This design comes from an exercise in tuning for small area on the open sky130 flow, not from production work. In this exercise RTL edits were held to simulation tests only and were not proved equivalent to the original. No activity file was given, so power comes from the tool's default toggle rates.

run a:
==> flow/design.v <==
module reorder_buffer #(
   parameter int unsigned ROB_WIDTH = 4
) (
   input  logic                 clockIn,
   input  logic                 resetIn,
   input  logic                 issueValid,
   input  logic [1:0]           issueType,
   input  logic [4:0]           issueDest,
   input  logic                 issueReady,
   input  logic [31:0]          issueValue,
   output logic [ROB_WIDTH-1:0] issueRobId,
   output logic                 robFull,
   input  logic                 cdbValid,
   input  logic [ROB_WIDTH-1:0] cdbRobId,
   input  logic [31:0]          cdbValue,
   input  logic                 cdbMispredict,
   input  logic [31:0]          cdbTarget,
   input  logic [ROB_WIDTH-1:0] robRs1Dep,
   output logic                 robRs1Ready,
   output logic [31:0]          robRs1Value,
   input  logic [ROB_WIDTH-1:0] robRs2Dep,
   output logic                 robRs2Ready,
   output logic [31:0]          robRs2Value,
   output logic                 regUpdateValid,
   output logic [4:0]           regUpdateDest,
   output logic [31:0]          regUpdateValue,
   output logic [ROB_WIDTH-1:0] regUpdateRobId,
   output logic                 storeCommitValid,
   output logic [ROB_WIDTH-1:0] storeCommitRobId,
   output logic                 clearOut,
   output logic [31:0]          clearPc
);
   localparam int unsigned DEPTH = 1 << ROB_WIDTH;
   logic [ROB_WIDTH:0]   head_q, tail_q;
   logic [ROB_WIDTH-1:0] head, tail;
   logic                 empty;
   logic [DEPTH-1:0] ready_q;
   logic [DEPTH-1:0] kind_q;
   logic [4:0]       dest_q  [DEPTH];
   logic [31:0]      value_q [DEPTH];
   logic [DEPTH-1:0] phase_q;
   logic                 mp_valid_q;
   logic [ROB_WIDTH-1:0] mp_id_q;
   logic       commit_c, flush_c, issue_c, mp_c, mp_we;
   logic       head_kind, cdb_kind, cdb_br;
   logic [4:0] head_dest;
   logic [ROB_WIDTH-1:0] cdb_age, mp_age, tail_age;
   logic [DEPTH-1:0] sel_tail, sel_cdb, sel_head, sel_last, sel_rs1, sel_rs2;
   logic             hit1, hit2;
   assign head       = head_q[ROB_WIDTH-1:0];
   assign tail       = tail_q[ROB_WIDTH-1:0];
   assign empty      = (head_q == tail_q);
   assign robFull    = (head == tail) && (head_q[ROB_WIDTH] != tail_q[ROB_WIDTH]);
   assign issueRobId = tail;
   assign hit1 = cdbValid && (cdbRobId == robRs1Dep);
   assign hit2 = cdbValid && (cdbRobId == robRs2Dep);
   for (genvar i = 0; i < DEPTH; i++) begin : g_sel
      assign sel_tail[i] = (tail == ROB_WIDTH'(i));
      assign sel_cdb[i]  = (cdbRobId == ROB_WIDTH'(i));
      assign sel_head[i] = (head == ROB_WIDTH'(i));
      assign sel_last[i] = sel_head[(i + 1) % DEPTH];
      assign sel_rs1[i]  = (robRs1Dep == ROB_WIDTH'(i));
      assign sel_rs2[i]  = (robRs2Dep == ROB_WIDTH'(i));
   end
   logic        ph_rs1, ph_rs2, ph_last;
   rob_sel16 u_ph_rs1  (.s(sel_rs1),  .d(phase_q), .y(ph_rs1));
   rob_sel16 u_ph_rs2  (.s(sel_rs2),  .d(phase_q), .y(ph_rs2));
   rob_sel16 u_ph_last (.s(sel_last), .d(phase_q), .y(ph_last));
   logic [4:0]  head_dest_r;
   logic        head_kind_r, cdb_kind_r, cdb_d0_r;
   for (genvar b = 0; b < 32; b++) begin : g_rd
      logic [DEPTH-1:0] col;
      for (genvar i = 0; i < DEPTH; i++) begin : g_col
         assign col[i] = value_q[i][b];
      end
      logic r1, r2, rl;
      rob_sel16 u_rs1  (.s(sel_rs1),  .d(col), .y(r1));
      rob_sel16 u_rs2  (.s(sel_rs2),  .d(col), .y(r2));
      rob_sel16 u_last (.s(sel_last), .d(col), .y(rl));
      assign robRs1Value[b]    = (r1 ^ ph_rs1) | (hit1 & cdbValue[b]);
      assign robRs2Value[b]    = (r2 ^ ph_rs2) | (hit2 & cdbValue[b]);
      assign regUpdateValue[b] = rl ^ ph_last;
   end
   for (genvar b = 0; b < 5; b++) begin : g_rdd
      logic [DEPTH-1:0] col;
      for (genvar i = 0; i < DEPTH; i++) begin : g_col
         assign col[i] = dest_q[i][b];
      end
      rob_sel16 u_head (.s(sel_head), .d(col), .y(head_dest[b]));
   end
   logic [DEPTH-1:0] dest0_col;
   for (genvar i = 0; i < DEPTH; i++) begin : g_d0
      assign dest0_col[i] = dest_q[i][0];
   end
   rob_sel16 u_head_kind (.s(sel_head), .d(kind_q),    .y(head_kind));
   rob_sel16 u_cdb_kind  (.s(sel_cdb),  .d(kind_q),    .y(cdb_kind));
   rob_sel16 u_cdb_d0    (.s(sel_cdb),  .d(dest0_col), .y(cdb_br));
   rob_sel17 u_rdy1 (.s(sel_rs1), .d(ready_q), .s16(hit1), .d16(1'b1), .y(robRs1Ready));
   rob_sel17 u_rdy2 (.s(sel_rs2), .d(ready_q), .s16(hit2), .d16(1'b1), .y(robRs2Ready));
   logic head_ready;
   rob_sel16 u_head_rdy (.s(sel_head), .d(ready_q), .y(head_ready));
   assign commit_c  = !empty && head_ready;
   assign flush_c   = mp_valid_q && (mp_id_q == head);
   assign issue_c   = issueValid && !robFull && !clearOut;
   assign cdb_age  = cdbRobId - head;
   assign mp_age   = mp_id_q - head;
   assign tail_age = tail - head;
   assign mp_c = cdbValid && cdbMispredict && cdb_kind && cdb_br
                 && (robFull || (cdb_age < tail_age))
                 && (!mp_valid_q || (cdb_age < mp_age));
   assign mp_we = mp_c && !flush_c;
   assign regUpdateRobId   = head - ROB_WIDTH'(1);
   assign storeCommitRobId = head - ROB_WIDTH'(1);
   logic       new_kind;
   logic [4:0] new_dest;
   assign new_kind = (issueType == 2'd1) || (issueType == 2'd2);
   assign new_dest = new_kind ? {4'd0, issueType[1]} : issueDest;
   for (genvar i = 0; i < DEPTH; i++) begin : g_entry
      logic wi, wv, wc, wh, wn;
      logic [31:0] vn;
      logic        rn;
      logic [5:0]  tn;
      assign wi = issue_c && sel_tail[i];
      assign wv = wi && issueReady;
      assign wc = cdbValid && sel_cdb[i];
      assign wh = !(wi || wc);
      assign wn = !wi;
      for (genvar b = 0; b < 32; b++) begin : g_bit
         rob_aoi222 u_v (.a1(wv), .a2(issueValue[b]), .b1(wc), .b2(cdbValue[b]), .c1(wh), .c2(value_q[i][b]), .y(vn[b]));
      end
      rob_aoi222 u_r (.a1(wi), .a2(issueReady), .b1(wc), .b2(1'b1), .c1(wh), .c2(ready_q[i]), .y(rn));
      for (genvar b = 0; b < 5; b++) begin : g_dbit
         rob_ao22 u_d (.a1(wi), .a2(new_dest[b]), .b1(wn), .b2(dest_q[i][b]), .y(tn[b]));
      end
      rob_ao22 u_k (.a1(wi), .a2(new_kind), .b1(wn), .b2(kind_q[i]), .y(tn[5]));
      always_ff @(posedge clockIn) begin
         value_q[i] <= vn;
         phase_q[i] <= !(wh && phase_q[i]);
         ready_q[i] <= ~rn;
         dest_q[i]  <= tn[4:0];
         kind_q[i]  <= tn[5];
      end
   end
   logic [31:0] pc_n;
   for (genvar b = 0; b < 32; b++) begin : g_pc
      rob_ao22 u_pc (.a1(mp_we), .a2(cdbTarget[b]), .b1(!mp_we), .b2(clearPc[b]), .y(pc_n[b]));
   end
   always_ff @(posedge clockIn) begin
      regUpdateDest <= head_dest;
      clearPc       <= pc_n;
      if (mp_we) mp_id_q <= cdbRobId;
   end
   always_ff @(posedge clockIn or negedge resetIn) begin
      if (!resetIn) begin
         head_q           <= '0;
         tail_q           <= '0;
         mp_valid_q       <= 1'b0;
         regUpdateValid   <= 1'b0;
         storeCommitValid <= 1'b0;
         clearOut         <= 1'b0;
      end else begin
         regUpdateValid   <= commit_c && !head_kind && (head_dest != 5'd0);
         storeCommitValid <= commit_c && head_kind && !head_dest[0];
         clearOut         <= flush_c;
         if (flush_c) begin
            head_q     <= '0;
            tail_q     <= '0;
            mp_valid_q <= 1'b0;
         end else begin
            if (commit_c) head_q <= head_q + (ROB_WIDTH+1)'(1);
            if (issue_c)  tail_q <= tail_q + (ROB_WIDTH+1)'(1);
            if (mp_c)     mp_valid_q <= 1'b1;
         end
      end
   end
endmodule
module rob_aoi222 (
   input  logic a1, a2, b1, b2, c1, c2,
   output logic y
);
   assign y = ~((a1 & a2) | (b1 & b2) | (c1 & c2));
endmodule
module rob_ao22 (
   input  logic a1, a2, b1, b2,
   output logic y
);
   assign y = (a1 & a2) | (b1 & b2);
endmodule
module rob_nand6 (
   input  logic [5:0] a,
   output logic       y
);
   assign y = ~&a;
endmodule
module rob_sel16 (
   input  logic [15:0] s,
   input  logic [15:0] d,
   output logic        y
);
   logic [5:0] n;
   for (genvar k = 0; k < 5; k++) begin : g_t
      rob_aoi222 u (.a1(s[3*k]), .a2(d[3*k]), .b1(s[3*k+1]), .b2(d[3*k+1]), .c1(s[3*k+2]), .c2(d[3*k+2]), .y(n[k]));
   end
   assign n[5] = ~(s[15] & d[15]);
   rob_nand6 u_or (.a(n), .y(y));
endmodule
module rob_sel17 (
   input  logic [15:0] s,
   input  logic [15:0] d,
   input  logic        s16,
   input  logic        d16,
   output logic        y
);
   logic [6:0] n;
   for (genvar k = 0; k < 5; k++) begin : g_t
      rob_aoi222 u (.a1(s[3*k]), .a2(d[3*k]), .b1(s[3*k+1]), .b2(d[3*k+1]), .c1(s[3*k+2]), .c2(d[3*k+2]), .y(n[k]));
   end
   assign n[5] = ~(s[15] & d[15]);
   assign n[6] = ~(s16 & d16);
   rob_nand7 u_or (.a(n), .y(y));
endmodule
module rob_nand7 (
   input  logic [6:0] a,
   output logic       y
);
   assign y = ~&a;
endmodule
export LEC_CHECK = 0
export CAP_MARGIN = 20
export CELL_PAD_IN_SITES_DETAIL_PLACEMENT = 1
export CELL_PAD_IN_SITES_GLOBAL_PLACEMENT = 2
export CORE_MARGIN = 2
export CORE_UTILIZATION = 30
export PLACE_DENSITY = 0.5
export SLEW_MARGIN = 20
export SYNTH_HIERARCHICAL = 1
export SYNTH_MINIMUM_KEEP_SIZE = 0
create_clock -name core_clock -period 5.5 [get_ports {clockIn}]
standard.sh (not shown) runs the stock make flow with config.mk's settings and CLKGATE_MAP_FILE= SYNTH_SCRIPT=/design/flow/synth_recipe.tcl, a recipe that flattens the netlist after the stock synthesis.
==> flow/flow/run.sh <==
#!/bin/bash
# Standard layout (the standard.sh, unchanged synthesis) with two changes: ports are buffered
# with buf_1 instead of the default port buffer cell, and clock tree synthesis uses clkbuf_4
# buffers under a clkbuf_16 root, small sink clusters and no dummy loads.
# The make output goes to standard.log; ORFS writes each step's log under orfs/logs/.
set -euo pipefail
bash standard.sh \
  "BUFFER_PORTS_ARGS=-buffer_cell sky130_fd_sc_hd__buf_1" \
  "CTS_ARGS=-sink_clustering_enable -repair_clock_nets -dont_use_dummy_load -root_buf sky130_fd_sc_hd__clkbuf_16 -buf_list sky130_fd_sc_hd__clkbuf_4 -sink_clustering_size 8 -sink_clustering_max_diameter 40" \
  finish > standard.log 2>&1
Here is what was changed in the inputs of run b compared with run a.
--- a/flow/design.v
+++ b/flow/design.v
@@ -37,9 +37,8 @@
    logic [DEPTH-1:0] ready_q;
    logic [DEPTH-1:0] kind_q;
    logic [4:0]       dest_q  [DEPTH];
    logic [31:0]      value_q [DEPTH];
-   logic [DEPTH-1:0] phase_q;
    logic                 mp_valid_q;
    logic [ROB_WIDTH-1:0] mp_id_q;
    logic       commit_c, flush_c, issue_c, mp_c, mp_we;
    logic       head_kind, cdb_kind, cdb_br;
@@ -61,26 +60,19 @@
       assign sel_last[i] = sel_head[(i + 1) % DEPTH];
       assign sel_rs1[i]  = (robRs1Dep == ROB_WIDTH'(i));
       assign sel_rs2[i]  = (robRs2Dep == ROB_WIDTH'(i));
    end
-   logic        ph_rs1, ph_rs2, ph_last;
-   rob_sel16 u_ph_rs1  (.s(sel_rs1),  .d(phase_q), .y(ph_rs1));
-   rob_sel16 u_ph_rs2  (.s(sel_rs2),  .d(phase_q), .y(ph_rs2));
-   rob_sel16 u_ph_last (.s(sel_last), .d(phase_q), .y(ph_last));
+   logic [31:0] rs1_val, rs2_val, last_val;
    logic [4:0]  head_dest_r;
    logic        head_kind_r, cdb_kind_r, cdb_d0_r;
    for (genvar b = 0; b < 32; b++) begin : g_rd
       logic [DEPTH-1:0] col;
       for (genvar i = 0; i < DEPTH; i++) begin : g_col
          assign col[i] = value_q[i][b];
       end
-      logic r1, r2, rl;
-      rob_sel16 u_rs1  (.s(sel_rs1),  .d(col), .y(r1));
-      rob_sel16 u_rs2  (.s(sel_rs2),  .d(col), .y(r2));
-      rob_sel16 u_last (.s(sel_last), .d(col), .y(rl));
-      assign robRs1Value[b]    = (r1 ^ ph_rs1) | (hit1 & cdbValue[b]);
-      assign robRs2Value[b]    = (r2 ^ ph_rs2) | (hit2 & cdbValue[b]);
-      assign regUpdateValue[b] = rl ^ ph_last;
+      rob_sel17 u_rs1  (.s(sel_rs1),  .d(col), .s16(hit1), .d16(cdbValue[b]), .y(robRs1Value[b]));
+      rob_sel17 u_rs2  (.s(sel_rs2),  .d(col), .s16(hit2), .d16(cdbValue[b]), .y(robRs2Value[b]));
+      rob_sel16 u_last (.s(sel_last), .d(col), .y(regUpdateValue[b]));
    end
    for (genvar b = 0; b < 5; b++) begin : g_rdd
       logic [DEPTH-1:0] col;
       for (genvar i = 0; i < DEPTH; i++) begin : g_col
@@ -133,10 +125,9 @@
          rob_ao22 u_d (.a1(wi), .a2(new_dest[b]), .b1(wn), .b2(dest_q[i][b]), .y(tn[b]));
       end
       rob_ao22 u_k (.a1(wi), .a2(new_kind), .b1(wn), .b2(kind_q[i]), .y(tn[5]));
       always_ff @(posedge clockIn) begin
-         value_q[i] <= vn;
-         phase_q[i] <= !(wh && phase_q[i]);
+         value_q[i] <= ~vn;
          ready_q[i] <= ~rn;
          dest_q[i]  <= tn[4:0];
          kind_q[i]  <= tn[5];
       end
Notes after the runs:
- On detailed-router iteration count before antenna repair, the lower figure sits with run b, not run a.
- Going from run a to run b, the hold slack was found to have gone down by 0.12 ns.
- Cmp run b vs run a: sequential share of layout area lower in run b
- Going from run a to run b, the final worst slack was found to have gone up by 0.19 ns.
- Total power (run b vs. run a) decreases by more than 10%
- Compared run b vs run a, and count of plain and timing-repair buffers in the layout is up in run b.
- Run a → run b: power density relative to cell area went down; number of buffers created by CTS saw a decrease; cell count shows an increase of about 8%.

-- separate check: timing with driven ports --
The results above use ideal ports. As a check the final layouts listed here were re-extracted and re-timed, cells and wires unchanged.
Step 1: set_driving_cell puts a clkbuf_16 on clockIn and a buf_2 on each other input, an assumption about the parent block.
Step 2, shift: input delay + t, output delay - t, t = (earliest + latest rising clock arrival at the registers) / 2. This alone moves slack from input paths to output paths.
Slacks: ideal ports / drivers / drivers and shift; pairs: ideal ports / drivers.
run | t, ns | setup WS [ns] | clock arrival spread, ns
run a | 0.823 | 0.096 / 0.018 / 0.363 | 0.127 / 0.127
run b | 0.789 | 0.284 / 0.213 / 0.633 | 0.120 / 0.120
After both steps every run listed still meets setup and hold.
